This design comes from an exercise in tuning for small area on the open sky130 flow, not from production work. No functional check of the RTL was part of any run shown here.

File: design/flow/constraint.sdc
create_clock -name core_clock -period 7.0 [get_ports {clk}]
set_input_delay 1.4000 -clock core_clock [delete_from_list [all_inputs] [get_ports {clk}]]
set_output_delay 1.4000 -clock core_clock [all_outputs]
set_load 0.01 [all_outputs]
File: design/flow/config.mk
export PLATFORM = sky130hd
export DESIGN_NAME = layer_top
export DESIGN_NICKNAME = layer_top
export VERILOG_FILES = /design/flow/design.v
export SDC_FILE = /design/flow/constraint.sdc
export NUM_CORES = 4
export LEC_CHECK = 0
export CAP_MARGIN = 20
export CORE_MARGIN = 2
export CORE_UTILIZATION = 40
export SLEW_MARGIN = 20
File: design/flow/run.sh
#!/bin/bash
# synth_recipe.tcl (not shown) runs the flow's synth.tcl, then flattens the netlist and writes it again
# the make line also repeats each setting of config.mk as NAME=value (left out here)
make -C /OpenROAD-flow-scripts/flow DESIGN_CONFIG=/design/flow/config.mk WORK_HOME=/design/flow/orfs CLKGATE_MAP_FILE= SYNTH_SCRIPT=/design/flow/synth_recipe.tcl finish
File: design/flow/design.v
package layer_pkg;
   typedef logic signed [16-1:0] data_t;
   typedef logic [$clog2(8)-1:0] vec_addr_t;
   typedef logic [$clog2(16)-1:0] out_idx_t;
endpackage
package layer_coef_pkg;
   localparam int WEIGHT_ENTRIES = 4 * 8 * (16 / 4);
   localparam int BIAS_ENTRIES   = 4 * (16 / 4);
   localparam logic [WEIGHT_ENTRIES*16-1:0] weight_table = {
      {
         -16'sd38,  16'sd33,  16'sd109, 16'sd24,  -16'sd3,   -16'sd45,  -16'sd19,  16'sd48,
         16'sd103,  16'sd18,  16'sd82,  -16'sd28, 16'sd101,  -16'sd64,  -16'sd108, 16'sd3,
         -16'sd18,  16'sd107, 16'sd2,   -16'sd45, -16'sd85,  16'sd22,   16'sd86,   16'sd32,
         -16'sd1,   -16'sd105, 16'sd81, 16'sd42,  16'sd45,   16'sd39,   -16'sd54,  16'sd63
      },
      {
         16'sd29,   -16'sd75, -16'sd24, 16'sd89,  -16'sd12,  -16'sd72,  16'sd114,  -16'sd15,
         -16'sd11,  -16'sd4,  -16'sd36, 16'sd105, 16'sd53,   -16'sd50,  -16'sd37,  16'sd72,
         -16'sd110, -16'sd77, 16'sd9,   16'sd71,  16'sd1,    16'sd100,  16'sd15,   -16'sd72,
         16'sd90,   16'sd84,  16'sd7,   -16'sd36, 16'sd56,   -16'sd106, 16'sd20,   16'sd22
      },
      {
         -16'sd109, -16'sd24, 16'sd30,  16'sd68,  -16'sd123, -16'sd41,  16'sd119,  16'sd31,
         16'sd54,   16'sd121, 16'sd12,  16'sd60,  -16'sd48,  16'sd3,    -16'sd37,  16'sd78,
         16'sd93,   -16'sd101, 16'sd116, -16'sd83, 16'sd31,  -16'sd49,  16'sd124,  16'sd29,
         -16'sd78,  16'sd8,   16'sd67,  16'sd81,  16'sd87,   16'sd63,   -16'sd18,  -16'sd105
      },
      {
         -16'sd2,   -16'sd5,  16'sd22,  -16'sd23, 16'sd96,   -16'sd58,  16'sd36,   -16'sd70,
         16'sd126,  16'sd113, -16'sd73, 16'sd94,  -16'sd73,  16'sd92,   -16'sd104, -16'sd98,
         -16'sd64,  -16'sd77, -16'sd4,  -16'sd9,  -16'sd113, 16'sd20,   16'sd21,   -16'sd3,
         16'sd115,  16'sd106, 16'sd14,  -16'sd126, -16'sd1,  -16'sd93,  16'sd0,    16'sd126
      }
   };
   localparam logic [BIAS_ENTRIES*16-1:0] bias_table = {
      {-16'sd70, 16'sd120, 16'sd71,  -16'sd60},
      {-16'sd47, 16'sd115, -16'sd83, 16'sd67},
      {16'sd41,  16'sd38,  -16'sd81, -16'sd106},
      {16'sd103, 16'sd83,  16'sd0,   -16'sd10}
   };
endpackage
module layer_sequencer (
   input  logic                 clk,
   input  logic                 reset,
   input  logic                 s_valid,
   input  logic                 m_ready,
   output logic                 s_ready,
   output logic                 m_valid,
   output logic                 vec_wr_en,    
   output layer_pkg::vec_addr_t pos,          
   output logic                 run,          
   output logic                 en,           
   output layer_pkg::out_idx_t  out_idx,      
   output logic [5:0]           entry_next,   
   output logic                 x_bypass      
);
   layer_pkg::vec_addr_t load_cnt;    
   logic vec_pending;    
   logic done;           
   logic fire;
   logic start;
   logic gap;            
   assign m_valid = done;
   assign fire    = done & m_ready;
   assign start = (pos[1:0] == 2'd0) && (pos[2] != out_idx[0]) && !run && (!done || fire)
                  && (out_idx != '0 || vec_pending || vec_wr_en);
   assign en    = start | run;
   assign s_ready   = (pos == load_cnt)
                      && (load_cnt != '0 || !vec_pending || (start && out_idx == 4'd15));
   assign vec_wr_en = s_ready & s_valid;
   assign gap       = (pos == load_cnt) && (load_cnt != '0) && !s_valid;
   assign x_bypass  = (pos == load_cnt) && out_idx == '0;
   layer_pkg::vec_addr_t pos_d;
   layer_pkg::out_idx_t  out_idx_d;
   logic                 finish;         
   assign finish     = run && pos[1:0] == 2'd3 && !(gap && out_idx == '0);
   assign pos_d      = reset ? '0 : pos + 1'b1;
   assign out_idx_d  = reset ? '0 : out_idx + finish;
   assign entry_next = {out_idx_d, pos_d[1:0]};
   always_ff @(posedge clk) begin
      pos     <= pos_d;
      out_idx <= out_idx_d;
   end
   always_ff @(posedge clk) begin
      if (reset) begin
         load_cnt    <= '0;
         vec_pending <= 1'b0;
         run         <= 1'b0;
         done        <= 1'b0;
      end else begin
         if (vec_wr_en)
            load_cnt <= load_cnt + 1'b1;
         if (vec_wr_en && load_cnt == 3'd7)
            vec_pending <= 1'b1;
         else if (start && out_idx == 4'd15)
            vec_pending <= 1'b0;
         if (start)
            run <= 1'b1;
         else if (run && (pos[1:0] == 2'd3 || (gap && out_idx == '0)))
            run <= 1'b0;
         if (finish)
            done <= 1'b1;
         else if (fire)
            done <= 1'b0;
      end
   end
endmodule
module mac_lane (
   input  logic                 clk,
   input  logic                 run,        
   input  logic                 en,         
   input  layer_pkg::out_idx_t  out_idx,
   input  layer_pkg::vec_addr_t pos,
   input  logic [5:0]           entry_next,    
   input  layer_pkg::data_t     x_a,
   input  layer_pkg::data_t     x_b,
   output layer_pkg::data_t     acc,
   output logic [16/4-1:1] acc_cy    
);
   localparam int ENTRIES = 16 * 4;
   logic [4*ENTRIES-1:0] a_one, a_two, a_neg, b_one, b_two, b_neg;
   logic [16*8-1:0] b_rom;
   logic [ENTRIES*8-1:0]        wa_rom, wb_rom;
   genvar i;
   generate
      for (i = 0; i < ENTRIES; i++) begin : g_w
         localparam int J  = i / 4;
         localparam int CA = (1 - J % 2) * 4 + i % 4;
         localparam int CB = (J % 2) * 4 + i % 4;
         localparam int EA = (J % 4) * 8 * (16 / 4)
                             + (J / 4) * 8 + CA;
         localparam int EB = (J % 4) * 8 * (16 / 4)
                             + (J / 4) * 8 + CB;
         localparam logic [8:0] WA = {layer_coef_pkg::weight_table[(layer_coef_pkg::WEIGHT_ENTRIES - 1 - EA) * 16 +: 8], 1'b0};
         localparam logic [8:0] WB = {layer_coef_pkg::weight_table[(layer_coef_pkg::WEIGHT_ENTRIES - 1 - EB) * 16 +: 8], 1'b0};
         assign wa_rom[i*8 +: 8] = WA[8:1];
         assign wb_rom[i*8 +: 8] = WB[8:1];
         for (genvar k = 0; k < 4; k++) begin : g_k
            assign a_one[k*ENTRIES + i] = WA[2*k+1] ^ WA[2*k];
            assign a_two[k*ENTRIES + i] = (WA[2*k+2] & ~WA[2*k+1] & ~WA[2*k]) | (~WA[2*k+2] & WA[2*k+1] & WA[2*k]);
            assign a_neg[k*ENTRIES + i] = WA[2*k+2] & ~(WA[2*k+1] & WA[2*k]);
            assign b_one[k*ENTRIES + i] = WB[2*k+1] ^ WB[2*k];
            assign b_two[k*ENTRIES + i] = (WB[2*k+2] & ~WB[2*k+1] & ~WB[2*k]) | (~WB[2*k+2] & WB[2*k+1] & WB[2*k]);
            assign b_neg[k*ENTRIES + i] = WB[2*k+2] & ~(WB[2*k+1] & WB[2*k]);
         end
      end
      for (i = 0; i < 16; i++) begin : g_b
         localparam int E = (i % 4) * (16 / 4) + i / 4;
         assign b_rom[i*8 +: 8] =
            layer_coef_pkg::bias_table[(layer_coef_pkg::BIAS_ENTRIES - 1 - E) * 16 +: 8];
      end
   endgenerate
   logic [5:0]  entry;
   logic [7:0]  bias;
   logic [15:0] addend;
   logic [3:0]  neg_a, one_a, two_a, neg_b, one_b, two_b;
   assign entry  = {out_idx, pos[1:0]};
   assign bias   = b_rom[out_idx*8 +: 8];
   assign addend = run ? acc : {{8{bias[7]}}, bias};
   logic [7:0] wa_q, wb_q;
   always_ff @(posedge clk) begin
      wa_q <= wa_rom[entry_next*8 +: 8];
      wb_q <= wb_rom[entry_next*8 +: 8];
   end
   logic [8:0] wxa, wxb;
   assign wxa = {wa_q, 1'b0};
   assign wxb = {wb_q, 1'b0};
   generate
      for (i = 0; i < 4; i++) begin : g_digit
         assign one_a[i] = wxa[2*i+1] ^ wxa[2*i];
         assign two_a[i] = (wxa[2*i+2] & ~wxa[2*i+1] & ~wxa[2*i]) | (~wxa[2*i+2] & wxa[2*i+1] & wxa[2*i]);
         assign neg_a[i] = wxa[2*i+2] & ~(wxa[2*i+1] & wxa[2*i]);
         assign one_b[i] = wxb[2*i+1] ^ wxb[2*i];
         assign two_b[i] = (wxb[2*i+2] & ~wxb[2*i+1] & ~wxb[2*i]) | (~wxb[2*i+2] & wxb[2*i+1] & wxb[2*i]);
         assign neg_b[i] = wxb[2*i+2] & ~(wxb[2*i+1] & wxb[2*i]);
      end
   endgenerate
   logic [15:0] pp_a0;
   assign pp_a0[0] = ((one_a[0] & x_a[0])) ^ neg_a[0];
   assign pp_a0[1] = ((one_a[0] & x_a[1]) | (two_a[0] & x_a[0])) ^ neg_a[0];
   assign pp_a0[2] = ((one_a[0] & x_a[2]) | (two_a[0] & x_a[1])) ^ neg_a[0];
   assign pp_a0[3] = ((one_a[0] & x_a[3]) | (two_a[0] & x_a[2])) ^ neg_a[0];
   assign pp_a0[4] = ((one_a[0] & x_a[4]) | (two_a[0] & x_a[3])) ^ neg_a[0];
   assign pp_a0[5] = ((one_a[0] & x_a[5]) | (two_a[0] & x_a[4])) ^ neg_a[0];
   assign pp_a0[6] = ((one_a[0] & x_a[6]) | (two_a[0] & x_a[5])) ^ neg_a[0];
   assign pp_a0[7] = ((one_a[0] & x_a[7]) | (two_a[0] & x_a[6])) ^ neg_a[0];
   assign pp_a0[8] = ((one_a[0] & x_a[8]) | (two_a[0] & x_a[7])) ^ neg_a[0];
   assign pp_a0[9] = ((one_a[0] & x_a[9]) | (two_a[0] & x_a[8])) ^ neg_a[0];
   assign pp_a0[10] = ((one_a[0] & x_a[10]) | (two_a[0] & x_a[9])) ^ neg_a[0];
   assign pp_a0[11] = ((one_a[0] & x_a[11]) | (two_a[0] & x_a[10])) ^ neg_a[0];
   assign pp_a0[12] = ((one_a[0] & x_a[12]) | (two_a[0] & x_a[11])) ^ neg_a[0];
   assign pp_a0[13] = ((one_a[0] & x_a[13]) | (two_a[0] & x_a[12])) ^ neg_a[0];
   assign pp_a0[14] = ((one_a[0] & x_a[14]) | (two_a[0] & x_a[13])) ^ neg_a[0];
   assign pp_a0[15] = ((one_a[0] & x_a[15]) | (two_a[0] & x_a[14])) ^ neg_a[0];
   logic [15:2] pp_a1;
   assign pp_a1[2] = ((one_a[1] & x_a[0])) ^ neg_a[1];
   assign pp_a1[3] = ((one_a[1] & x_a[1]) | (two_a[1] & x_a[0])) ^ neg_a[1];
   assign pp_a1[4] = ((one_a[1] & x_a[2]) | (two_a[1] & x_a[1])) ^ neg_a[1];
   assign pp_a1[5] = ((one_a[1] & x_a[3]) | (two_a[1] & x_a[2])) ^ neg_a[1];
   assign pp_a1[6] = ((one_a[1] & x_a[4]) | (two_a[1] & x_a[3])) ^ neg_a[1];
   assign pp_a1[7] = ((one_a[1] & x_a[5]) | (two_a[1] & x_a[4])) ^ neg_a[1];
   assign pp_a1[8] = ((one_a[1] & x_a[6]) | (two_a[1] & x_a[5])) ^ neg_a[1];
   assign pp_a1[9] = ((one_a[1] & x_a[7]) | (two_a[1] & x_a[6])) ^ neg_a[1];
   assign pp_a1[10] = ((one_a[1] & x_a[8]) | (two_a[1] & x_a[7])) ^ neg_a[1];
   assign pp_a1[11] = ((one_a[1] & x_a[9]) | (two_a[1] & x_a[8])) ^ neg_a[1];
   assign pp_a1[12] = ((one_a[1] & x_a[10]) | (two_a[1] & x_a[9])) ^ neg_a[1];
   assign pp_a1[13] = ((one_a[1] & x_a[11]) | (two_a[1] & x_a[10])) ^ neg_a[1];
   assign pp_a1[14] = ((one_a[1] & x_a[12]) | (two_a[1] & x_a[11])) ^ neg_a[1];
   assign pp_a1[15] = ((one_a[1] & x_a[13]) | (two_a[1] & x_a[12])) ^ neg_a[1];
   logic [15:4] pp_a2;
   assign pp_a2[4] = ((one_a[2] & x_a[0])) ^ neg_a[2];
   assign pp_a2[5] = ((one_a[2] & x_a[1]) | (two_a[2] & x_a[0])) ^ neg_a[2];
   assign pp_a2[6] = ((one_a[2] & x_a[2]) | (two_a[2] & x_a[1])) ^ neg_a[2];
   assign pp_a2[7] = ((one_a[2] & x_a[3]) | (two_a[2] & x_a[2])) ^ neg_a[2];
   assign pp_a2[8] = ((one_a[2] & x_a[4]) | (two_a[2] & x_a[3])) ^ neg_a[2];
   assign pp_a2[9] = ((one_a[2] & x_a[5]) | (two_a[2] & x_a[4])) ^ neg_a[2];
   assign pp_a2[10] = ((one_a[2] & x_a[6]) | (two_a[2] & x_a[5])) ^ neg_a[2];
   assign pp_a2[11] = ((one_a[2] & x_a[7]) | (two_a[2] & x_a[6])) ^ neg_a[2];
   assign pp_a2[12] = ((one_a[2] & x_a[8]) | (two_a[2] & x_a[7])) ^ neg_a[2];
   assign pp_a2[13] = ((one_a[2] & x_a[9]) | (two_a[2] & x_a[8])) ^ neg_a[2];
   assign pp_a2[14] = ((one_a[2] & x_a[10]) | (two_a[2] & x_a[9])) ^ neg_a[2];
   assign pp_a2[15] = ((one_a[2] & x_a[11]) | (two_a[2] & x_a[10])) ^ neg_a[2];
   logic [15:6] pp_a3;
   assign pp_a3[6] = ((one_a[3] & x_a[0])) ^ neg_a[3];
   assign pp_a3[7] = ((one_a[3] & x_a[1]) | (two_a[3] & x_a[0])) ^ neg_a[3];
   assign pp_a3[8] = ((one_a[3] & x_a[2]) | (two_a[3] & x_a[1])) ^ neg_a[3];
   assign pp_a3[9] = ((one_a[3] & x_a[3]) | (two_a[3] & x_a[2])) ^ neg_a[3];
   assign pp_a3[10] = ((one_a[3] & x_a[4]) | (two_a[3] & x_a[3])) ^ neg_a[3];
   assign pp_a3[11] = ((one_a[3] & x_a[5]) | (two_a[3] & x_a[4])) ^ neg_a[3];
   assign pp_a3[12] = ((one_a[3] & x_a[6]) | (two_a[3] & x_a[5])) ^ neg_a[3];
   assign pp_a3[13] = ((one_a[3] & x_a[7]) | (two_a[3] & x_a[6])) ^ neg_a[3];
   assign pp_a3[14] = ((one_a[3] & x_a[8]) | (two_a[3] & x_a[7])) ^ neg_a[3];
   assign pp_a3[15] = ((one_a[3] & x_a[9]) | (two_a[3] & x_a[8])) ^ neg_a[3];
   logic [15:0] pp_b0;
   assign pp_b0[0] = ((one_b[0] & x_b[0])) ^ neg_b[0];
   assign pp_b0[1] = ((one_b[0] & x_b[1]) | (two_b[0] & x_b[0])) ^ neg_b[0];
   assign pp_b0[2] = ((one_b[0] & x_b[2]) | (two_b[0] & x_b[1])) ^ neg_b[0];
   assign pp_b0[3] = ((one_b[0] & x_b[3]) | (two_b[0] & x_b[2])) ^ neg_b[0];
   assign pp_b0[4] = ((one_b[0] & x_b[4]) | (two_b[0] & x_b[3])) ^ neg_b[0];
   assign pp_b0[5] = ((one_b[0] & x_b[5]) | (two_b[0] & x_b[4])) ^ neg_b[0];
   assign pp_b0[6] = ((one_b[0] & x_b[6]) | (two_b[0] & x_b[5])) ^ neg_b[0];
   assign pp_b0[7] = ((one_b[0] & x_b[7]) | (two_b[0] & x_b[6])) ^ neg_b[0];
   assign pp_b0[8] = ((one_b[0] & x_b[8]) | (two_b[0] & x_b[7])) ^ neg_b[0];
   assign pp_b0[9] = ((one_b[0] & x_b[9]) | (two_b[0] & x_b[8])) ^ neg_b[0];
   assign pp_b0[10] = ((one_b[0] & x_b[10]) | (two_b[0] & x_b[9])) ^ neg_b[0];
   assign pp_b0[11] = ((one_b[0] & x_b[11]) | (two_b[0] & x_b[10])) ^ neg_b[0];
   assign pp_b0[12] = ((one_b[0] & x_b[12]) | (two_b[0] & x_b[11])) ^ neg_b[0];
   assign pp_b0[13] = ((one_b[0] & x_b[13]) | (two_b[0] & x_b[12])) ^ neg_b[0];
   assign pp_b0[14] = ((one_b[0] & x_b[14]) | (two_b[0] & x_b[13])) ^ neg_b[0];
   assign pp_b0[15] = ((one_b[0] & x_b[15]) | (two_b[0] & x_b[14])) ^ neg_b[0];
   logic [15:2] pp_b1;
   assign pp_b1[2] = ((one_b[1] & x_b[0])) ^ neg_b[1];
   assign pp_b1[3] = ((one_b[1] & x_b[1]) | (two_b[1] & x_b[0])) ^ neg_b[1];
   assign pp_b1[4] = ((one_b[1] & x_b[2]) | (two_b[1] & x_b[1])) ^ neg_b[1];
   assign pp_b1[5] = ((one_b[1] & x_b[3]) | (two_b[1] & x_b[2])) ^ neg_b[1];
   assign pp_b1[6] = ((one_b[1] & x_b[4]) | (two_b[1] & x_b[3])) ^ neg_b[1];
   assign pp_b1[7] = ((one_b[1] & x_b[5]) | (two_b[1] & x_b[4])) ^ neg_b[1];
   assign pp_b1[8] = ((one_b[1] & x_b[6]) | (two_b[1] & x_b[5])) ^ neg_b[1];
   assign pp_b1[9] = ((one_b[1] & x_b[7]) | (two_b[1] & x_b[6])) ^ neg_b[1];
   assign pp_b1[10] = ((one_b[1] & x_b[8]) | (two_b[1] & x_b[7])) ^ neg_b[1];
   assign pp_b1[11] = ((one_b[1] & x_b[9]) | (two_b[1] & x_b[8])) ^ neg_b[1];
   assign pp_b1[12] = ((one_b[1] & x_b[10]) | (two_b[1] & x_b[9])) ^ neg_b[1];
   assign pp_b1[13] = ((one_b[1] & x_b[11]) | (two_b[1] & x_b[10])) ^ neg_b[1];
   assign pp_b1[14] = ((one_b[1] & x_b[12]) | (two_b[1] & x_b[11])) ^ neg_b[1];
   assign pp_b1[15] = ((one_b[1] & x_b[13]) | (two_b[1] & x_b[12])) ^ neg_b[1];
   logic [15:4] pp_b2;
   assign pp_b2[4] = ((one_b[2] & x_b[0])) ^ neg_b[2];
   assign pp_b2[5] = ((one_b[2] & x_b[1]) | (two_b[2] & x_b[0])) ^ neg_b[2];
   assign pp_b2[6] = ((one_b[2] & x_b[2]) | (two_b[2] & x_b[1])) ^ neg_b[2];
   assign pp_b2[7] = ((one_b[2] & x_b[3]) | (two_b[2] & x_b[2])) ^ neg_b[2];
   assign pp_b2[8] = ((one_b[2] & x_b[4]) | (two_b[2] & x_b[3])) ^ neg_b[2];
   assign pp_b2[9] = ((one_b[2] & x_b[5]) | (two_b[2] & x_b[4])) ^ neg_b[2];
   assign pp_b2[10] = ((one_b[2] & x_b[6]) | (two_b[2] & x_b[5])) ^ neg_b[2];
   assign pp_b2[11] = ((one_b[2] & x_b[7]) | (two_b[2] & x_b[6])) ^ neg_b[2];
   assign pp_b2[12] = ((one_b[2] & x_b[8]) | (two_b[2] & x_b[7])) ^ neg_b[2];
   assign pp_b2[13] = ((one_b[2] & x_b[9]) | (two_b[2] & x_b[8])) ^ neg_b[2];
   assign pp_b2[14] = ((one_b[2] & x_b[10]) | (two_b[2] & x_b[9])) ^ neg_b[2];
   assign pp_b2[15] = ((one_b[2] & x_b[11]) | (two_b[2] & x_b[10])) ^ neg_b[2];
   logic [15:6] pp_b3;
   assign pp_b3[6] = ((one_b[3] & x_b[0])) ^ neg_b[3];
   assign pp_b3[7] = ((one_b[3] & x_b[1]) | (two_b[3] & x_b[0])) ^ neg_b[3];
   assign pp_b3[8] = ((one_b[3] & x_b[2]) | (two_b[3] & x_b[1])) ^ neg_b[3];
   assign pp_b3[9] = ((one_b[3] & x_b[3]) | (two_b[3] & x_b[2])) ^ neg_b[3];
   assign pp_b3[10] = ((one_b[3] & x_b[4]) | (two_b[3] & x_b[3])) ^ neg_b[3];
   assign pp_b3[11] = ((one_b[3] & x_b[5]) | (two_b[3] & x_b[4])) ^ neg_b[3];
   assign pp_b3[12] = ((one_b[3] & x_b[6]) | (two_b[3] & x_b[5])) ^ neg_b[3];
   assign pp_b3[13] = ((one_b[3] & x_b[7]) | (two_b[3] & x_b[6])) ^ neg_b[3];
   assign pp_b3[14] = ((one_b[3] & x_b[8]) | (two_b[3] & x_b[7])) ^ neg_b[3];
   assign pp_b3[15] = ((one_b[3] & x_b[9]) | (two_b[3] & x_b[8])) ^ neg_b[3];
   logic s1, c2, s3, c4, s5, c6, s7, c8, s9, c10, s11, c12, s13, c14, s15, c16;
   logic s17, c18, s19, c20, s21, c22, s23, c24, s25, c26, s27, c28, s29, c30, s31, c32;
   logic s33, c34, s35, c36, s37, c38, s39, c40, s41, c42, s43, c44, s45, c46, s47, c48;
   logic s49, c50, s51, c52, s53, c54, s55, c56, s57, c58, s59, c60, s61, c62, s63, c64;
   logic s65, c66, s67, c68, s69, c70, s71, c72, s73, c74, s75, c76, s77, c78, s79, c80;
   logic s81, c82, s83, c84, s85, c86, s87, c88, s89, c90, s91, c92, s93, c94, s95, c96;
   logic s97, c98, s99, c100, s101, c102, s103, c104, s105, c106, s107, c108, s109, c110, s111, c112;
   logic s113, c114, s115, c116, s117, c118, s119, c120, s121, c122, s123, c124, s125, c126, s127, c128;
   logic s129, c130, s131, c132, s133, c134, s135, c136, s137, c138, s139, c140, s141, c142, s143, c144;
   logic s145, c146, s147, c148, s149, c150, s151, c152, s153, c154, s155, c156, s157, c158, s159, c160;
   logic s161, c162, s163, c164, s165, c166, s167, c168, s169, c170, s171, c172, s173, c174, s175, c176;
   logic s177, c178, s179, c180, s181, c182, s183, c184, s185, c186, s187, c188, s189, c190, s191, c192;
   logic s193, s194, s195, s196, s197, s198, s199, s200;
   assign s1 = neg_a[0] ^ neg_b[0] ^ addend[0];
   assign c2 = (neg_a[0] & neg_b[0]) | (neg_a[0] & addend[0]) | (neg_b[0] & addend[0]);
   assign s3 = pp_b0[0] ^ s1 ^ pp_a0[0];
   assign c4 = (pp_b0[0] & s1) | (pp_b0[0] & pp_a0[0]) | (s1 & pp_a0[0]);
   assign s5 = addend[1] ^ pp_b0[1] ^ c2;
   assign c6 = (addend[1] & pp_b0[1]) | (addend[1] & c2) | (pp_b0[1] & c2);
   assign s7 = s5 ^ pp_a0[1] ^ c4;
   assign c8 = (s5 & pp_a0[1]) | (s5 & c4) | (pp_a0[1] & c4);
   assign s9 = neg_a[1] ^ neg_b[1] ^ addend[2];
   assign c10 = (neg_a[1] & neg_b[1]) | (neg_a[1] & addend[2]) | (neg_b[1] & addend[2]);
   assign s11 = pp_b0[2] ^ pp_b1[2] ^ s9;
   assign c12 = (pp_b0[2] & pp_b1[2]) | (pp_b0[2] & s9) | (pp_b1[2] & s9);
   assign s13 = c6 ^ s11 ^ pp_a0[2];
   assign c14 = (c6 & s11) | (c6 & pp_a0[2]) | (s11 & pp_a0[2]);
   assign s15 = pp_a1[2] ^ s13 ^ c8;
   assign c16 = (pp_a1[2] & s13) | (pp_a1[2] & c8) | (s13 & c8);
   assign s17 = addend[3] ^ pp_b0[3] ^ pp_b1[3];
   assign c18 = (addend[3] & pp_b0[3]) | (addend[3] & pp_b1[3]) | (pp_b0[3] & pp_b1[3]);
   assign s19 = c10 ^ s17 ^ c12;
   assign c20 = (c10 & s17) | (c10 & c12) | (s17 & c12);
   assign s21 = pp_a0[3] ^ pp_a1[3] ^ s19;
   assign c22 = (pp_a0[3] & pp_a1[3]) | (pp_a0[3] & s19) | (pp_a1[3] & s19);
   assign s23 = c14 ^ s21 ^ c16;
   assign c24 = (c14 & s21) | (c14 & c16) | (s21 & c16);
   assign s25 = neg_a[2] ^ neg_b[2] ^ addend[4];
   assign c26 = (neg_a[2] & neg_b[2]) | (neg_a[2] & addend[4]) | (neg_b[2] & addend[4]);
   assign s27 = pp_b0[4] ^ pp_b1[4] ^ pp_b2[4];
   assign c28 = (pp_b0[4] & pp_b1[4]) | (pp_b0[4] & pp_b2[4]) | (pp_b1[4] & pp_b2[4]);
   assign s29 = s25 ^ c18 ^ s27;
   assign c30 = (s25 & c18) | (s25 & s27) | (c18 & s27);
   assign s31 = pp_a0[4] ^ pp_a1[4] ^ pp_a2[4];
   assign c32 = (pp_a0[4] & pp_a1[4]) | (pp_a0[4] & pp_a2[4]) | (pp_a1[4] & pp_a2[4]);
   assign s33 = s29 ^ c20 ^ s31;
   assign c34 = (s29 & c20) | (s29 & s31) | (c20 & s31);
   assign s35 = c22 ^ s33 ^ c24;
   assign c36 = (c22 & s33) | (c22 & c24) | (s33 & c24);
   assign s37 = addend[5] ^ pp_b0[5] ^ pp_b1[5];
   assign c38 = (addend[5] & pp_b0[5]) | (addend[5] & pp_b1[5]) | (pp_b0[5] & pp_b1[5]);
   assign s39 = pp_b2[5] ^ c26 ^ c28;
   assign c40 = (pp_b2[5] & c26) | (pp_b2[5] & c28) | (c26 & c28);
   assign s41 = s37 ^ pp_a0[5] ^ pp_a1[5];
   assign c42 = (s37 & pp_a0[5]) | (s37 & pp_a1[5]) | (pp_a0[5] & pp_a1[5]);
   assign s43 = pp_a2[5] ^ c30 ^ s39;
   assign c44 = (pp_a2[5] & c30) | (pp_a2[5] & s39) | (c30 & s39);
   assign s45 = c32 ^ s41 ^ s43;
   assign c46 = (c32 & s41) | (c32 & s43) | (s41 & s43);
   assign s47 = c34 ^ s45 ^ c36;
   assign c48 = (c34 & s45) | (c34 & c36) | (s45 & c36);
   assign s49 = neg_a[3] ^ neg_b[3] ^ addend[6];
   assign c50 = (neg_a[3] & neg_b[3]) | (neg_a[3] & addend[6]) | (neg_b[3] & addend[6]);
   assign s51 = pp_b0[6] ^ pp_b1[6] ^ pp_b2[6];
   assign c52 = (pp_b0[6] & pp_b1[6]) | (pp_b0[6] & pp_b2[6]) | (pp_b1[6] & pp_b2[6]);
   assign s53 = pp_b3[6] ^ s49 ^ c38;
   assign c54 = (pp_b3[6] & s49) | (pp_b3[6] & c38) | (s49 & c38);
   assign s55 = s51 ^ c40 ^ pp_a0[6];
   assign c56 = (s51 & c40) | (s51 & pp_a0[6]) | (c40 & pp_a0[6]);
   assign s57 = pp_a1[6] ^ pp_a2[6] ^ pp_a3[6];
   assign c58 = (pp_a1[6] & pp_a2[6]) | (pp_a1[6] & pp_a3[6]) | (pp_a2[6] & pp_a3[6]);
   assign s59 = s53 ^ c42 ^ c44;
   assign c60 = (s53 & c42) | (s53 & c44) | (c42 & c44);
   assign s61 = s55 ^ s57 ^ c46;
   assign c62 = (s55 & s57) | (s55 & c46) | (s57 & c46);
   assign s63 = s59 ^ s61 ^ c48;
   assign c64 = (s59 & s61) | (s59 & c48) | (s61 & c48);
   assign s65 = addend[7] ^ pp_b0[7] ^ pp_b1[7];
   assign c66 = (addend[7] & pp_b0[7]) | (addend[7] & pp_b1[7]) | (pp_b0[7] & pp_b1[7]);
   assign s67 = pp_b2[7] ^ pp_b3[7] ^ c50;
   assign c68 = (pp_b2[7] & pp_b3[7]) | (pp_b2[7] & c50) | (pp_b3[7] & c50);
   assign s69 = c52 ^ s65 ^ s67;
   assign c70 = (c52 & s65) | (c52 & s67) | (s65 & s67);
   assign s71 = c54 ^ pp_a0[7] ^ pp_a1[7];
   assign c72 = (c54 & pp_a0[7]) | (c54 & pp_a1[7]) | (pp_a0[7] & pp_a1[7]);
   assign s73 = pp_a2[7] ^ pp_a3[7] ^ s69;
   assign c74 = (pp_a2[7] & pp_a3[7]) | (pp_a2[7] & s69) | (pp_a3[7] & s69);
   assign s75 = c56 ^ c58 ^ s71;
   assign c76 = (c56 & c58) | (c56 & s71) | (c58 & s71);
   assign s77 = c60 ^ s73 ^ s75;
   assign c78 = (c60 & s73) | (c60 & s75) | (s73 & s75);
   assign s79 = c62 ^ s77 ^ c64;
   assign c80 = (c62 & s77) | (c62 & c64) | (s77 & c64);
   assign s81 = addend[8] ^ pp_b0[8] ^ pp_b1[8];
   assign c82 = (addend[8] & pp_b0[8]) | (addend[8] & pp_b1[8]) | (pp_b0[8] & pp_b1[8]);
   assign s83 = pp_b2[8] ^ pp_b3[8] ^ c66;
   assign c84 = (pp_b2[8] & pp_b3[8]) | (pp_b2[8] & c66) | (pp_b3[8] & c66);
   assign s85 = s81 ^ c68 ^ pp_a0[8];
   assign c86 = (s81 & c68) | (s81 & pp_a0[8]) | (c68 & pp_a0[8]);
   assign s87 = pp_a1[8] ^ pp_a2[8] ^ pp_a3[8];
   assign c88 = (pp_a1[8] & pp_a2[8]) | (pp_a1[8] & pp_a3[8]) | (pp_a2[8] & pp_a3[8]);
   assign s89 = s83 ^ c70 ^ c72;
   assign c90 = (s83 & c70) | (s83 & c72) | (c70 & c72);
   assign s91 = s85 ^ s87 ^ c74;
   assign c92 = (s85 & s87) | (s85 & c74) | (s87 & c74);
   assign s93 = c76 ^ s89 ^ s91;
   assign c94 = (c76 & s89) | (c76 & s91) | (s89 & s91);
   assign s95 = c78 ^ s93 ^ c80;
   assign c96 = (c78 & s93) | (c78 & c80) | (s93 & c80);
   assign s97 = addend[9] ^ pp_b0[9] ^ pp_b1[9];
   assign c98 = (addend[9] & pp_b0[9]) | (addend[9] & pp_b1[9]) | (pp_b0[9] & pp_b1[9]);
   assign s99 = pp_b2[9] ^ pp_b3[9] ^ c82;
   assign c100 = (pp_b2[9] & pp_b3[9]) | (pp_b2[9] & c82) | (pp_b3[9] & c82);
   assign s101 = s97 ^ c84 ^ pp_a0[9];
   assign c102 = (s97 & c84) | (s97 & pp_a0[9]) | (c84 & pp_a0[9]);
   assign s103 = pp_a1[9] ^ pp_a2[9] ^ pp_a3[9];
   assign c104 = (pp_a1[9] & pp_a2[9]) | (pp_a1[9] & pp_a3[9]) | (pp_a2[9] & pp_a3[9]);
   assign s105 = s99 ^ c86 ^ c88;
   assign c106 = (s99 & c86) | (s99 & c88) | (c86 & c88);
   assign s107 = s101 ^ s103 ^ c90;
   assign c108 = (s101 & s103) | (s101 & c90) | (s103 & c90);
   assign s109 = s105 ^ c92 ^ s107;
   assign c110 = (s105 & c92) | (s105 & s107) | (c92 & s107);
   assign s111 = c94 ^ s109 ^ c96;
   assign c112 = (c94 & s109) | (c94 & c96) | (s109 & c96);
   assign s113 = addend[10] ^ pp_b0[10] ^ pp_b1[10];
   assign c114 = (addend[10] & pp_b0[10]) | (addend[10] & pp_b1[10]) | (pp_b0[10] & pp_b1[10]);
   assign s115 = pp_b2[10] ^ pp_b3[10] ^ c98;
   assign c116 = (pp_b2[10] & pp_b3[10]) | (pp_b2[10] & c98) | (pp_b3[10] & c98);
   assign s117 = s113 ^ c100 ^ pp_a0[10];
   assign c118 = (s113 & c100) | (s113 & pp_a0[10]) | (c100 & pp_a0[10]);
   assign s119 = pp_a1[10] ^ pp_a2[10] ^ pp_a3[10];
   assign c120 = (pp_a1[10] & pp_a2[10]) | (pp_a1[10] & pp_a3[10]) | (pp_a2[10] & pp_a3[10]);
   assign s121 = s115 ^ c102 ^ c104;
   assign c122 = (s115 & c102) | (s115 & c104) | (c102 & c104);
   assign s123 = s117 ^ s119 ^ c106;
   assign c124 = (s117 & s119) | (s117 & c106) | (s119 & c106);
   assign s125 = s121 ^ c108 ^ s123;
   assign c126 = (s121 & c108) | (s121 & s123) | (c108 & s123);
   assign s127 = c110 ^ s125 ^ c112;
   assign c128 = (c110 & s125) | (c110 & c112) | (s125 & c112);
   assign s129 = addend[11] ^ pp_b0[11] ^ pp_b1[11];
   assign c130 = (addend[11] & pp_b0[11]) | (addend[11] & pp_b1[11]) | (pp_b0[11] & pp_b1[11]);
   assign s131 = pp_b2[11] ^ pp_b3[11] ^ c114;
   assign c132 = (pp_b2[11] & pp_b3[11]) | (pp_b2[11] & c114) | (pp_b3[11] & c114);
   assign s133 = s129 ^ c116 ^ pp_a0[11];
   assign c134 = (s129 & c116) | (s129 & pp_a0[11]) | (c116 & pp_a0[11]);
   assign s135 = pp_a1[11] ^ pp_a2[11] ^ pp_a3[11];
   assign c136 = (pp_a1[11] & pp_a2[11]) | (pp_a1[11] & pp_a3[11]) | (pp_a2[11] & pp_a3[11]);
   assign s137 = s131 ^ c118 ^ c120;
   assign c138 = (s131 & c118) | (s131 & c120) | (c118 & c120);
   assign s139 = s133 ^ s135 ^ c122;
   assign c140 = (s133 & s135) | (s133 & c122) | (s135 & c122);
   assign s141 = s137 ^ c124 ^ s139;
   assign c142 = (s137 & c124) | (s137 & s139) | (c124 & s139);
   assign s143 = c126 ^ s141 ^ c128;
   assign c144 = (c126 & s141) | (c126 & c128) | (s141 & c128);
   assign s145 = addend[12] ^ pp_b0[12] ^ pp_b1[12];
   assign c146 = (addend[12] & pp_b0[12]) | (addend[12] & pp_b1[12]) | (pp_b0[12] & pp_b1[12]);
   assign s147 = pp_b2[12] ^ pp_b3[12] ^ c130;
   assign c148 = (pp_b2[12] & pp_b3[12]) | (pp_b2[12] & c130) | (pp_b3[12] & c130);
   assign s149 = s145 ^ c132 ^ pp_a0[12];
   assign c150 = (s145 & c132) | (s145 & pp_a0[12]) | (c132 & pp_a0[12]);
   assign s151 = pp_a1[12] ^ pp_a2[12] ^ pp_a3[12];
   assign c152 = (pp_a1[12] & pp_a2[12]) | (pp_a1[12] & pp_a3[12]) | (pp_a2[12] & pp_a3[12]);
   assign s153 = s147 ^ c134 ^ c136;
   assign c154 = (s147 & c134) | (s147 & c136) | (c134 & c136);
   assign s155 = s149 ^ s151 ^ c138;
   assign c156 = (s149 & s151) | (s149 & c138) | (s151 & c138);
   assign s157 = s153 ^ c140 ^ s155;
   assign c158 = (s153 & c140) | (s153 & s155) | (c140 & s155);
   assign s159 = c142 ^ s157 ^ c144;
   assign c160 = (c142 & s157) | (c142 & c144) | (s157 & c144);
   assign s161 = addend[13] ^ pp_b0[13] ^ pp_b1[13];
   assign c162 = (addend[13] & pp_b0[13]) | (addend[13] & pp_b1[13]) | (pp_b0[13] & pp_b1[13]);
   assign s163 = pp_b2[13] ^ pp_b3[13] ^ c146;
   assign c164 = (pp_b2[13] & pp_b3[13]) | (pp_b2[13] & c146) | (pp_b3[13] & c146);
   assign s165 = s161 ^ c148 ^ pp_a0[13];
   assign c166 = (s161 & c148) | (s161 & pp_a0[13]) | (c148 & pp_a0[13]);
   assign s167 = pp_a1[13] ^ pp_a2[13] ^ pp_a3[13];
   assign c168 = (pp_a1[13] & pp_a2[13]) | (pp_a1[13] & pp_a3[13]) | (pp_a2[13] & pp_a3[13]);
   assign s169 = s163 ^ c150 ^ c152;
   assign c170 = (s163 & c150) | (s163 & c152) | (c150 & c152);
   assign s171 = s165 ^ s167 ^ c154;
   assign c172 = (s165 & s167) | (s165 & c154) | (s167 & c154);
   assign s173 = s169 ^ c156 ^ s171;
   assign c174 = (s169 & c156) | (s169 & s171) | (c156 & s171);
   assign s175 = c158 ^ s173 ^ c160;
   assign c176 = (c158 & s173) | (c158 & c160) | (s173 & c160);
   assign s177 = addend[14] ^ pp_b0[14] ^ pp_b1[14];
   assign c178 = (addend[14] & pp_b0[14]) | (addend[14] & pp_b1[14]) | (pp_b0[14] & pp_b1[14]);
   assign s179 = pp_b2[14] ^ pp_b3[14] ^ c162;
   assign c180 = (pp_b2[14] & pp_b3[14]) | (pp_b2[14] & c162) | (pp_b3[14] & c162);
   assign s181 = s177 ^ c164 ^ pp_a0[14];
   assign c182 = (s177 & c164) | (s177 & pp_a0[14]) | (c164 & pp_a0[14]);
   assign s183 = pp_a1[14] ^ pp_a2[14] ^ pp_a3[14];
   assign c184 = (pp_a1[14] & pp_a2[14]) | (pp_a1[14] & pp_a3[14]) | (pp_a2[14] & pp_a3[14]);
   assign s185 = s179 ^ c166 ^ c168;
   assign c186 = (s179 & c166) | (s179 & c168) | (c166 & c168);
   assign s187 = s181 ^ s183 ^ c170;
   assign c188 = (s181 & s183) | (s181 & c170) | (s183 & c170);
   assign s189 = s185 ^ c172 ^ s187;
   assign c190 = (s185 & c172) | (s185 & s187) | (c172 & s187);
   assign s191 = c174 ^ s189 ^ c176;
   assign c192 = (c174 & s189) | (c174 & c176) | (s189 & c176);
   assign s193 = addend[15] ^ pp_b0[15] ^ pp_b1[15];
   assign s194 = pp_b2[15] ^ pp_b3[15] ^ c178;
   assign s195 = s193 ^ c180 ^ pp_a0[15];
   assign s196 = pp_a1[15] ^ pp_a2[15] ^ pp_a3[15];
   assign s197 = s194 ^ c182 ^ c184;
   assign s198 = s195 ^ s196 ^ c186;
   assign s199 = s197 ^ c188 ^ s198;
   assign s200 = c190 ^ s199 ^ c192;
   logic [15:0] op_a, op_b;
   assign op_a = {s200, s191, s175, s159, s143, s127, s111, s95, s79, s63, s47, s35, s23, s15, s7, s3};
   assign op_b = {1'b0, 1'b0, 1'b0, 1'b0, 1'b0, 1'b0, 1'b0, 1'b0, 1'b0, 1'b0, 1'b0, 1'b0, 1'b0, 1'b0, 1'b0, 1'b0};
   logic [15:0] cy;
   logic [15:0] sum;
   logic [3:1] cy_out;
   assign cy[0] = 1'b0;
   assign sum[0] = op_a[0] ^ op_b[0] ^ cy[0];
   assign cy[1] = (op_a[0] & op_b[0]) | (op_a[0] & cy[0]) | (op_b[0] & cy[0]);
   assign sum[1] = op_a[1] ^ op_b[1] ^ cy[1];
   assign cy[2] = (op_a[1] & op_b[1]) | (op_a[1] & cy[1]) | (op_b[1] & cy[1]);
   assign sum[2] = op_a[2] ^ op_b[2] ^ cy[2];
   assign cy[3] = (op_a[2] & op_b[2]) | (op_a[2] & cy[2]) | (op_b[2] & cy[2]);
   assign sum[3] = op_a[3] ^ op_b[3] ^ cy[3];
   assign cy_out[1] = (op_a[3] & op_b[3]) | (op_a[3] & cy[3]) | (op_b[3] & cy[3]);
   assign cy[4] = run & acc_cy[1];
   assign sum[4] = op_a[4] ^ op_b[4] ^ cy[4];
   assign cy[5] = (op_a[4] & op_b[4]) | (op_a[4] & cy[4]) | (op_b[4] & cy[4]);
   assign sum[5] = op_a[5] ^ op_b[5] ^ cy[5];
   assign cy[6] = (op_a[5] & op_b[5]) | (op_a[5] & cy[5]) | (op_b[5] & cy[5]);
   assign sum[6] = op_a[6] ^ op_b[6] ^ cy[6];
   assign cy[7] = (op_a[6] & op_b[6]) | (op_a[6] & cy[6]) | (op_b[6] & cy[6]);
   assign sum[7] = op_a[7] ^ op_b[7] ^ cy[7];
   assign cy_out[2] = (op_a[7] & op_b[7]) | (op_a[7] & cy[7]) | (op_b[7] & cy[7]);
   assign cy[8] = run & acc_cy[2];
   assign sum[8] = op_a[8] ^ op_b[8] ^ cy[8];
   assign cy[9] = (op_a[8] & op_b[8]) | (op_a[8] & cy[8]) | (op_b[8] & cy[8]);
   assign sum[9] = op_a[9] ^ op_b[9] ^ cy[9];
   assign cy[10] = (op_a[9] & op_b[9]) | (op_a[9] & cy[9]) | (op_b[9] & cy[9]);
   assign sum[10] = op_a[10] ^ op_b[10] ^ cy[10];
   assign cy[11] = (op_a[10] & op_b[10]) | (op_a[10] & cy[10]) | (op_b[10] & cy[10]);
   assign sum[11] = op_a[11] ^ op_b[11] ^ cy[11];
   assign cy_out[3] = (op_a[11] & op_b[11]) | (op_a[11] & cy[11]) | (op_b[11] & cy[11]);
   assign cy[12] = run & acc_cy[3];
   assign sum[12] = op_a[12] ^ op_b[12] ^ cy[12];
   assign cy[13] = (op_a[12] & op_b[12]) | (op_a[12] & cy[12]) | (op_b[12] & cy[12]);
   assign sum[13] = op_a[13] ^ op_b[13] ^ cy[13];
   assign cy[14] = (op_a[13] & op_b[13]) | (op_a[13] & cy[13]) | (op_b[13] & cy[13]);
   assign sum[14] = op_a[14] ^ op_b[14] ^ cy[14];
   assign cy[15] = (op_a[14] & op_b[14]) | (op_a[14] & cy[14]) | (op_b[14] & cy[14]);
   assign sum[15] = op_a[15] ^ op_b[15] ^ cy[15];
   always_ff @(posedge clk)
      if (en) begin
         acc    <= sum;
         acc_cy <= cy_out;
      end
endmodule
module mac_array (
   input  logic                 clk,
   input  logic                 vec_wr_en,
   input  logic                 x_bypass,
   input  layer_pkg::data_t     data_in,
   input  layer_pkg::vec_addr_t pos,
   input  logic                 run,
   input  logic                 en,
   input  layer_pkg::out_idx_t  out_idx,
   input  logic [5:0]           entry_next,
   output layer_pkg::data_t     acc,
   output logic [16/4-1:1] acc_cy
);
   layer_pkg::data_t ring [0:8-1];
   always_ff @(posedge clk) begin
      for (int k = 0; k < 8 - 1; k++)
         ring[k] <= ring[k+1];
      ring[8-1] <= vec_wr_en ? data_in : ring[0];
   end
   mac_lane u_lane (
      .clk     (clk),
      .run     (run),
      .en      (en),
      .out_idx (out_idx),
      .pos     (pos),
      .entry_next (entry_next),
      .x_a     (x_bypass ? data_in : ring[0]),    
      .x_b     (ring[8/2]),           
      .acc     (acc),
      .acc_cy  (acc_cy)
   );
endmodule
module result_buffer (
   input  layer_pkg::data_t acc,
   input  logic [16/4-1:1] acc_cy,
   output layer_pkg::data_t data_out
);
   localparam int NSEG = 16 / 4;
   logic [16-1:0] carries;
   layer_pkg::data_t         result;
   always_comb begin
      carries = '0;
      for (int k = 1; k < NSEG; k++)
         carries[k*4] = acc_cy[k];
   end
   assign result   = acc + carries;
   assign data_out = result[16-1] ? '0 : result;
endmodule
module layer_top (
   input  logic             clk,
   input  logic             reset,
   input  logic             s_valid,
   input  logic             m_ready,
   input  layer_pkg::data_t data_in,
   output logic             s_ready,
   output logic             m_valid,
   output layer_pkg::data_t data_out
);
   logic                 vec_wr_en;
   logic                 x_bypass;
   layer_pkg::vec_addr_t pos;
   logic                 run, en;
   layer_pkg::out_idx_t  out_idx;
   logic [5:0]           entry_next;
   layer_pkg::data_t     acc;
   logic [16/4-1:1] acc_cy;
   layer_sequencer u_sequencer (
      .clk       (clk),
      .reset     (reset),
      .s_valid   (s_valid),
      .m_ready   (m_ready),
      .s_ready   (s_ready),
      .m_valid   (m_valid),
      .vec_wr_en (vec_wr_en),
      .pos       (pos),
      .run       (run),
      .en        (en),
      .out_idx   (out_idx),
      .entry_next(entry_next),
      .x_bypass  (x_bypass)
   );
   mac_array u_mac_array (
      .clk       (clk),
      .vec_wr_en (vec_wr_en),
      .x_bypass  (x_bypass),
      .data_in   (data_in),
      .pos       (pos),
      .run       (run),
      .en        (en),
      .out_idx   (out_idx),
      .entry_next(entry_next),
      .acc       (acc),
      .acc_cy    (acc_cy)
   );
   result_buffer u_result_buffer (
      .acc      (acc),
      .acc_cy   (acc_cy),
      .data_out (data_out)
   );
endmodule
==> run notes, run 1 <==
- Routed len/inst: 18.52 µm
- Compound-gate portion of the synthesized area: 16.83%
- Fmax: between 0.1 and 0.15 GHz
- Worst path slowest cell: fa_1
- CP required: between 7 and 8 ns
- First-pass GRT wire length: 48910 µm
- CP endpoint kind: flop
- CTS Root Cell: clkbuf_16
- Placer Congestion: 0.9106
- Largest net degree at the start of global routing: 50
- Cts bufs inserted: 17
- Avg Cell Area, Syn: 9.416 µm²
- CTS tree: yes
- Post-route design area: 0.01333 mm²
- Clock transition at path regs: 0.07 ns
- Measured slew at the worst slew-check pin: 0.8228 ns
- Leading register cell type out of synthesis: dfxtp_1
- DR vias/cell: 5.316
- Fin nets: 1422
- Initial antenna violation count: 0
- EDFF count, synth: 16
- Post-DRT Antenna Nets: 0
- Combinational family with the most area after synthesis: adder cells
- CTS Sinks: 173
- Hold crit path type: flop to flop
- Fin Hold WS: 0.3218 ns
- N_diodes: 0
- Synth warn: 8
- Worst skew pair latency: 0.44 ns
- H-tree Lvls: 4
- Drt pass-1 iters: 6
- I/O Buffers: 36
- Seq/Total Area, Yosys: approximately 32%
- Async S/R FF share, synth: 0%
- Final setup margin: -1.072 ns
- Yosys top cell area share: 27.86%
- Final period util: 115.3%
- Vias in the first global route: 8778
- Adder-Cell Fraction of Synth Area: 20.14%
- Max Cap Viol: 0
- Core Rows: 61
- Core Area: 0.02778 mm²
- # DRC: 0
- XOR/XNOR Fraction of Synth Area: ~10%
- Worst-case clock buffer depth: 2
- Startpoint Class: flop
- Post-synth top cells: 157 x dfxtp_1, 118 x inv_1, 96 x fa_1
- Via count: 8872
- Slew Limit Fails: 0
- Setup TNS Final: -1.111 ns
- WS Path Type: flop to flop
- Chip height: 171.9 µm
- Drt initial violations: 875
- Hold_buf cts: 0
- Synth Cell Area: about 0.011 mm²
- Die ar.: 0.02956 mm²
- CP Data Arrival Time: 8.26 ns
- #FFs+latches synth: 173
- Simple-Gate Fraction of Synth Area: around 8.7%
- Synth cell types: 63
- Synth area leader: dfxtp_1
- Worst Clk Skew: around 0.013 ns
- Final core occ: 47.96%
- Ports: 38
- Top-count cell post-synth: dfxtp_1
- Syn nets: 1342
- Final setup fails: 2
- Ranking of synthesized cells by area: dfxtp_1 28%, fa_1 17%, xnor2_1 6.4%
- Crit-path max cell delay: 0.53 ns
- Multiplexer share of the synthesized area: 4.425%
- P&R area growth vs syn: 18.12%
- GR Util All Layers: 22.03%
- Share of cells above drive strength 1: 17.58%
- Detailed Route WL: 30910 µm
- Blocking Checks: setup timing
- Placed inst area: 0.01270 mm²
- RSZ-0062 raised after global routing: true
- Gr ovfl total: 0
- Final hold vios: 0
- CP max FO: 5
- Status: failed layout checks
- Fin crit period: ~8.1 ns
- Rel. slew slack: between 40% and 50%
- Initial Utilization: 40.61%
- Most frequent cell on the critical path: fa_2
- Detailed Place HPWL: between 20000 and 25000 µm
- Die span in x: 171.9 µm
- Gate Count Post-Synth: 1198
[layer usage]
metal	GRT usage [%]	up-vias	wire length, µm	share of wire [%]
met3	4.463	59	2095	6.8
li1	-	4173	-	-
met4	7.709	0	837	2.7
met1	30.00	4296	13770	45
met5	0	-	0	0
met2	34.92	344	14210	46
[what timing repair did]
item,4_1_cts,5_1_grt
pin swaps,7,2
setup buffers,0,1
endpoints found under the setup margin,3,3
resized for setup,9,12
[cell type report]
| class | instances | area, µm² |
|---|---|---|
| fillers | 2674 | 14460 |
| multi-input cells | 804 | 6884 |
| flip-flops and latches | 173 | 3631 |
| repair buffers | 161 | 1311 |
| well taps | 378 | 473.0 |
| inverters | 121 | 456.7 |
| clock buffers | 19 | 452.9 |
| clock inverters | 13 | 116.4 |
[worst paths after layout]
check        slack (ns)                              endpoint                      startpoint  cells after the start
min reg2reg        0.32        u_mac_array.ring[5][3]$_DFF_P_  u_mac_array.ring[6][3]$_DFF_P_                      0
max               -1.07  u_mac_array.u_lane.acc[15]$_DFFE_PP_  u_sequencer.out_idx[0]$_DFF_P_                     36
max reg2reg       -1.07  u_mac_array.u_lane.acc[15]$_DFFE_PP_  u_sequencer.out_idx[0]$_DFF_P_                     36
min                0.32        u_mac_array.ring[5][3]$_DFF_P_  u_mac_array.ring[6][3]$_DFF_P_                      0
[critical path, delay by kind of cell (launching register included)]
family / cells / cell delay, ns
adders and majority gates: 17 / 5.39
xor gates and xnor gates: 7 / 1.22
DFF: 1 / 0.41
buffers and inverters: 7 / 0.35
AOI/OAI and AO/OA: 3 / 0.33
and+or+nand+nor: 2 / 0.12
[stage by stage]
step / setup WS [ns] / std cells
3_5_place_dp: -1.532 / 1636
5_1_grt: -1.414 / 1669
3_3_place_gp: -1.473 / 1636
6_report: -1.072 / 1669
2_1_floorplan: -0.9848 / 1198
4_1_cts: -1.091 / 1668
[logic make-up after synthesis]
logic type	Yosys count
mux	45
compound gates	291
buf+inv	221
simple gates	215
flops	173
other cells	1
fa+ha+maj	124
xor+xnor	128
[flip-flops by register name, summed over array words and instances (netlist names)]
register                 count
u_sequencer.out_idx          4
u_sequencer.done             1
u_mac_array.ring           128
u_mac_array.u_lane.wb_q      8
u_sequencer.pos              3
u_mac_array.u_lane.wa_q      8
u_sequencer.run              1
u_mac_array.u_lane.acc      16
u_sequencer.load_cnt         3
u_sequencer.vec_pending      1
[cells in the final DEF, fill, tap and decap left out, drive strengths merged, types with 11 or more instances in the layout]
cell and n:
clkdlybuf4s50 36, clkinv 11, mux2 29, nor2b 11
a21oi 80, nand3 11, nor3 14, fa 96
o21ai 47, mux2i 15, nand2 72, dfxtp 157
clkbuf 19, xnor2 82, inv 121, xor2 44
buf 125, ha 28, o31ai 14, nor2 69
a22oi 74, nand2b 21, edfxtp 16
==> run 2, diff against run 1 <==
--- a/design/flow/config.mk
+++ b/design/flow/config.mk
@@ -10,2 +10,3 @@
 export CORE_UTILIZATION = 40
+export GPL_TIMING_DRIVEN = 0
 export SLEW_MARGIN = 20
==> run 2 against run 1 <==
Still fails the layout checks on setup timing. Synthesized cell count unchanged. Via count increased by 0.63%. Sequential share of layout area increased by 0.76 points. Sequential cell count unchanged. Largest cell class unchanged. Global-route usage increased by 1.6 points. Register-to-register slack got worse by 0.29 ns. Routed wire length increased by 7.9%. Worst setup slack got worse by 0.30 ns.
==> run notes, run 2 <==
- Routed len/inst: 20.26 µm
- WS Path Type: input port to flop
- CP required: 7.20 ns
- Setup TNS Final: -1.635 ns
- Crit path max-delay family: adder cells
- Synth Cell Area: ~0.011 mm²
- Final core occ: 46.66%
- Share of cells above drive strength 1: 10.40%
- Most common cell after layout, fill and taps aside: dfxtp_1
- Async S/R FF share, synth: 0%
- DR vias/cell: 5.421
- Filler instances: roughly 2700
- Hold crit path type: flop to flop
- Fin cells: 1647
- CTS Sinks: 173
- RSZ-0062 raised after global routing: true
- Chip height: 171.9 µm
- Ports: 38
- Blocking Checks: setup timing
- Post-DRT Antenna Nets: 0
- Drt initial violations: 746
- I/O Buffers: 36
- Biggest register: u_mac_array.ring
- Gr ovfl total: 0
- N_diodes: 0
- Final setup fails: 3
- Worst skew pair latency: 0.45 ns
- Final period util: 119.6%
- Initial Utilization: 40.61%
- Yosys top cell area share: 27.86%
- Vias in the first global route: around 9000
- Worst path slowest cell: clkdlybuf4s50_1
- Crit-path max cell delay: 0.51 ns
- Biggest regs: u_mac_array.ring: 128 flops, u_mac_array.u_lane.acc: 16 flops
- H-tree Lvls: 4
- Clock transition at path regs: around 0.080 ns
- Core Rows: 61
- Gate Count Post-Synth: 1198
- Post-place setup slack: -1.866 ns
- Die ar.: 0.02956 mm²
- Fin crit period: 8.371 ns
- Fmax: 0.1195 GHz
- Max Cap Viol: 0
- CTS Root Cell: clkbuf_16
- Final setup margin: -1.371 ns
- # DRC: 0
- Syn nets: approximately 1300
- Die span in x: 171.9 µm
- Post-synth top cells: 157 x dfxtp_1, 118 x inv_1, 96 x fa_1
- Initial antenna violation count: 0
- Startpoint Class: input port
- Detailed Place HPWL: 24850 µm
- Synth area leader: dfxtp_1
- Rel. slew slack: 29.79%
- Avg Cell Area, Syn: 9.416 µm²
- Worst Clk Skew: 0.01080 ns
- Top-count cell post-synth: dfxtp_1
- #FFs+latches synth: 173
- Drt pass-1 iters: 5
- Most frequent cells in the layout: 155 x dfxtp_1, 110 x inv_1, 83 x fa_1
- GR Util All Layers: 23.58%
- P&R area growth vs syn: 14.92%
- Most frequent cell on the critical path: fa_2
- Synth warn: 8
- Core Area: 0.02778 mm²
- EDFF count, synth: 16
- CP Data Arrival Time: roughly 8.6 ns
- Hold_buf cts: 0
- Ranking of synthesized cells by area: dfxtp_1 28%, fa_1 17%, xnor2_1 6.4%
- CP max FO: 8
- Cts bufs inserted: 17
- Fin nets: 1400
- CP endpoint kind: flop
- Largest net degree at the start of global routing: 20
- Placer Congestion: roughly 0.93
- Worst-case clock buffer depth: 2
- Status: failed layout checks
- Final hold vios: 0
- Leading register cell type out of synthesis: dfxtp_1
- CP bufs+invs: 8
- Synth cell types: 63
- Via count: 8928
- Detailed Route WL: 33370 µm
- First-pass GRT wire length: 51950 µm
- Slew Limit Fails: 0
- Dpl cells: 1612
- Measured slew at the worst slew-check pin: 1.046 ns
- Number of flip-flops in the largest register: around 130
- Seq/Total Area, Yosys: 32.12%
- CTS tree: yes
[run 2: cell counts after synthesis]
No cell type changed its count.
[run 2: routing by layer]
metal | global-route usage (%) | vias to the layer above | share of wire (%)
li1 | - | 4138 | -
met3 | 4.967 | 61 | 6.6
met5 | 0 | - | 0
met2 | 37.26 | 365 | 46
met1 | 32.24 | 4364 | 45
met4 | 7.855 | 0 | 2.6
[run 2: final timing paths]
check,cells past startpoint,start,slack (ns),endpoint
worst max-delay path,33,data_in[0],-1.37,u_mac_array.u_lane.acc[15]$_DFFE_PP_
worst min-delay path,0,u_mac_array.ring[5][6]$_DFF_P_,0.32,u_mac_array.ring[4][6]$_DFF_P_
worst max register to register,32,u_mac_array.u_lane.wb_q[1]$_DFF_P_,-1.36,u_mac_array.u_lane.acc[15]$_DFFE_PP_
worst min register to register,0,u_mac_array.ring[5][6]$_DFF_P_,0.32,u_mac_array.ring[4][6]$_DFF_P_
[run 2: worst reg2reg max path, delay by kind of cell (launching register included)]
family                   cells  cell delay [ns]
adder cells (fa/ha/maj)     15             5.13
flip-flops                   1             0.36
XOR/XNOR                     8             1.49
AO/OA/AOI/OAI                2             0.29
AND/OR/NAND/NOR              1             0.20
buffers and inverters        6             0.63
[run 2: logic make-up (layout without fill, tap and decap cells)]
| logic type | after synthesis | after routing | share of synthesized area [%] |
|---|---|---|---|
| buf+inv | 221 | 292 | 7.575 |
| other cells | 1 | 1 | 0.03324 |
| flops | 173 | 173 | 32.12 |
| mux | 45 | 45 | 4.425 |
| simple gates | 215 | 215 | 8.696 |
| xor+xnor | 128 | 128 | 10.18 |
| compound gates | 291 | 291 | 16.83 |
| fa+ha+maj | 124 | 124 | 20.14 |
[run 2: what timing repair did]
item / 4_1_cts / 5_1_grt
buffers inserted: 5 / 0
pin swaps: 4 / 6
hold endpoints to repair: 0 / 0
resized for setup: 38 / 21
setup endpoints to repair: 4 / 3
[run 2: final cells by class]
class	instances	area, µm²	share of cell area (%)
Tap cell	378	473.0	3.648
Buffer	98	466.7	3.600
Inverter	121	459.2	3.542
Timing Repair Buffer	41	401.6	3.098
Multi-Input combinational cell	804	6925	53.42
Clock inverter	14	167.7	1.293
Sequential cell	173	3631	28.01
Clock buffer	18	439.2	3.388
[run 2: metrics by stage]
stage                     cell area (µm²)  hold slack (ns)
after floorplan                     11350           0.3096
after global placement              12180           0.3096
after detailed placement            12180           0.3121
after CTS                           12910           0.3273
after global routing                12960           0.3302
final                               12960           0.3230
==> run 3, diff against run 2 <==
==> design/flow/flow/run.sh (new file) <==
#!/bin/bash
# The standard layout, with the port buffers made of the platform's
# smallest plain buffer instead of the delay buffer buffer_ports picks.
# Each ORFS step keeps its own log under orfs/logs; make's output goes to
# flow_make.log here.
set -euo pipefail
bash standard.sh "BUFFER_PORTS_ARGS=-buffer_cell sky130_fd_sc_hd__buf_1" finish > flow_make.log 2>&1
==> design/flow/standard.sh (new file) <==
#!/bin/bash
# synth_recipe.tcl (not shown) runs the flow's synth.tcl, then flattens the netlist and writes it again
# the make line also repeats each setting of config.mk as NAME=value (left out here)
make -C /OpenROAD-flow-scripts/flow DESIGN_CONFIG=/design/flow/config.mk WORK_HOME=/design/flow/orfs CLKGATE_MAP_FILE= SYNTH_SCRIPT=/design/flow/synth_recipe.tcl "${@:-finish}"
--- a/design/flow/config.mk
+++ b/design/flow/config.mk
@@ -10,3 +10,2 @@
 export CORE_UTILIZATION = 40
-export GPL_TIMING_DRIVEN = 0
 export SLEW_MARGIN = 20
removed: design/flow/run.sh
==> run 3 against run 2 <==
The layout still fails its checks (setup timing). Global-route usage down 1.5 points. Core utilization up 0.32 points. Non-clock buffer count up 21. Worst setup slack better by 0.33 ns. Die area unchanged. Hold slack worse by 0.0035 ns. Routed wire length down 5.9%. Clock skew up 0.0025 ns. Largest cell class unchanged.
==> run notes, run 3 <==
- Number of flip-flops in the largest register: 128
- Synth warn: 8
- Fin nets: 1421
- Placer Congestion: ~0.92
- Worst Clk Skew: 0.01326 ns
- Fmax: 0.1243 GHz
- Biggest regs: u_mac_array.ring: 128 flops, u_mac_array.u_lane.acc: 16 flops
- Most frequent cell on the critical path: fa_2
- WHS Endpoint: u_mac_array.ring[2][7]$_DFF_P_
- CP endpoint kind: flop
- Routed len/inst: 18.82 µm
- Avg Cell Area, Syn: 9.416 µm²
- EDFF count, synth: 16
- RSZ-0062 raised after global routing: true
- H-tree Lvls: 4
- Compound-gate portion of the synthesized area: 16.83%
- WS Path Type: flop to flop
- Adder-Cell Fraction of Synth Area: 20.14%
- Gate Count Post-Synth: 1198
- Reg2Reg Depth: 35
- Slew Limit Fails: 0
- Synth area leader: dfxtp_1
- Vias in the first global route: 8707
- #FFs+latches synth: 173
- Initial Utilization: 40.61%
- Drt pass-1 iters: 6
- Leading register cell type out of synthesis: dfxtp_1
- Hold Startpoint: u_mac_array.ring[3][7]$_DFF_P_
- Final setup fails: 1
- Final setup margin: -1.042 ns
- Syn nets: 1342
- Worst skew pair latency: 0.44 ns
- Multiplexer share of the synthesized area: 4.425%
- WHS Path Cells: 0
- Chip height: 171.9 µm
- Status: failed layout checks
- Final hold vios: 0
- Post-place setup slack: -1.215 ns
- Reg-to-reg slack, setup: -1.04 ns
- Core Rows: 61
- Max Cap Viol: 0
- Largest net degree at the start of global routing: 53
- Biggest register: u_mac_array.ring
- Worst r2r src: u_sequencer.out_idx[1]$_DFF_P_
- Rel. slew slack: 34.77%
- Ports: 38
- DR vias/cell: 5.374
- Post-synth top cells: 157 x dfxtp_1, 118 x inv_1, 96 x fa_1
- CTS Root Cell: clkbuf_16
- Core Area: 0.02778 mm²
- Most frequent cells in the layout: 155 x dfxtp_1, 123 x buf_4, 113 x inv_1
- Die span in x: 171.9 µm
- # DRC: 0
- Clock transition at path regs: roughly 0.070 ns
- Startpoint Class: flop
- Top-count cell post-synth: dfxtp_1
- Detailed Place HPWL: 23430 µm
- Async S/R FF share, synth: 0%
- Blocking Checks: setup timing
- Filler instances: 2679
- CP required: just over 7 ns
- GR Util All Layers: 22.09%
- Seq/Total Area, Yosys: about a third
- Post-DRT Antenna Nets: 0
- I/O Buffers: 36
- Measured slew at the worst slew-check pin: 0.9537 ns
- Critical R2R Capture: u_mac_array.u_lane.acc[15]$_DFFE_PP_
- P&R area growth vs syn: 15.69%
- Gr ovfl total: 0
- Final core occ: a little under half
- Synth cell types: 63
- Simple-Gate Fraction of Synth Area: around 8.7%
- Worst path slowest cell: fa_1
- XOR/XNOR Fraction of Synth Area: 10.18%
- Setup TNS Final: -1.042 ns
- Share of cells above drive strength 1: 16.74%
- Worst-case clock buffer depth: 2
- CP Data Arrival Time: 8.22 ns
- Ranking of synthesized cells by area: dfxtp_1 28%, fa_1 17%, xnor2_1 6.4%
- Synth Cell Area: 0.01128 mm²
- First-pass GRT wire length: just under 50000 µm
- Via count: approximately 9000
- Cts bufs inserted: 17
- Initial antenna violation count: 0
- CTS Sinks: 173
- Final period util: 114.9%
- Drt initial violations: slightly above 900
- Most common cell after layout, fill and taps aside: dfxtp_1
- Hold crit path type: flop to flop
- Yosys top cell area share: 27.86%
- CTS tree: yes
- N_diodes: 0
- Detailed Route WL: 31390 µm
- Crit-path max cell delay: a little over 0.5 ns
- Fin crit period: 8.042 ns
- Combinational family with the most area after synthesis: adder cells
- CP max FO: 5
- Die ar.: 0.02956 mm²
run 3: cells by family (layout without fill, tap and decap cells):
logic type	after synthesis	after routing
AO/OA/AOI/OAI	291	291
XOR/XNOR	128	128
adder cells (fa/ha/maj)	124	124
buffers and inverters	221	313
flip-flops	173	173
multiplexers	45	45
other	1	1
AND/OR/NAND/NOR	215	215
run 3: repair_timing:
action | in CTS | in global routing
resized for setup | 7 | 3
pin swaps | 3 | 0
buffers inserted | 0 | 2
cloned | 0 | 0
endpoints found under the setup margin | 3 | 3
hold buffers | 0 | 0
run 3: cell type report:
type	count	area, µm²	area share, %
flip-flops and latches	173	3631	27.82
multi-input cells	804	6857	52.54
inverters	121	456.7	3.499
repair buffers	160	1079	8.264
clock inverters	15	130.1	0.9970
well taps	378	473.0	3.624
clock buffers	17	425.4	3.260
run 3: how the worst max path moves through the flow:
| stage | startpoint | end | cells past startpoint |
|---|---|---|---|
| 3_3_place_gp | u_sequencer.out_idx[0]$_DFF_P_ | u_mac_array.u_lane.acc[15]$_DFFE_PP_ | 35 |
| 3_5_place_dp | u_sequencer.out_idx[0]$_DFF_P_ | u_mac_array.u_lane.acc[15]$_DFFE_PP_ | 35 |
| 2_1_floorplan | u_sequencer.out_idx[0]$_DFF_P_ | u_mac_array.u_lane.acc[15]$_DFFE_PP_ | 37 |
| 5_1_grt | u_sequencer.out_idx[1]$_DFF_P_ | u_mac_array.u_lane.acc[15]$_DFFE_PP_ | 35 |
| 6_report | u_sequencer.out_idx[1]$_DFF_P_ | u_mac_array.u_lane.acc[15]$_DFFE_PP_ | 35 |
| 4_1_cts | u_sequencer.out_idx[0]$_DFF_P_ | u_mac_array.u_lane.acc[15]$_DFFE_PP_ | 36 |
run 3: metrics by stage:
stage,std cells,instance area (µm²),hold slack (ns)
floorplan,1198,11350,0.3096
CTS,1666,13030,0.3223
detailed placement,1634,12460,0.3121
global placement,1634,12460,0.3096
global route,1668,13050,0.3280
finish,1668,13050,0.3195
run 3: critical path: cells and delay by family (launching register included):
kind,cells,cell delay [ns]
xor+xnor,7,1.19
fa+ha+maj,17,5.40
simple gates,2,0.20
compound gates,3,0.25
flops,1,0.39
buf+inv,6,0.33
run 3: per-layer routing:
| metal | track usage [%] | vias to the layer above | wire length [µm] | share of wire [%] |
|---|---|---|---|---|
| met5 | 0 | - | 0 | 0 |
| met4 | 6.540 | 0 | 657 | 2.1 |
| met3 | 4.898 | 47 | 2413 | 7.7 |
| met2 | 34.61 | 377 | 14310 | 46 |
| met1 | 30.63 | 4371 | 14000 | 45 |
| li1 | - | 4169 | - | - |

what the ideal ports hide:
The results above use ideal ports. As a check the final layouts listed here were re-extracted and re-timed, cells and wires unchanged.
Step 1 assumes that a clkbuf_16 drives the clock port and a buf_2 every other input.
Step 2 adds t to the input delays and takes it off the output delays; t is the mean of the earliest and latest rising clock arrival at the registers after step 1. Input paths then give back, and output paths get back, about the clock's delay inside the block.
Three values: ideal, step 1, step 2; two values: the first two.
run	t, ns	slack for setup (ns)	worst setup path after step 2	latest minus earliest clock arrival (ns)
run 1	0.481	-1.071 / -1.071 / -1.498	input to register	0.012 / 0.013
run 2	0.493	-1.371 / -1.363 / -1.840	input to register	0.011 / 0.011
run 3	0.479	-1.042 / -1.042 / -1.127	input to register	0.014 / 0.014
For run 2, which loses most, drivers alone change the setup slack by +0.008 ns; drivers and shift together by -0.469 ns.
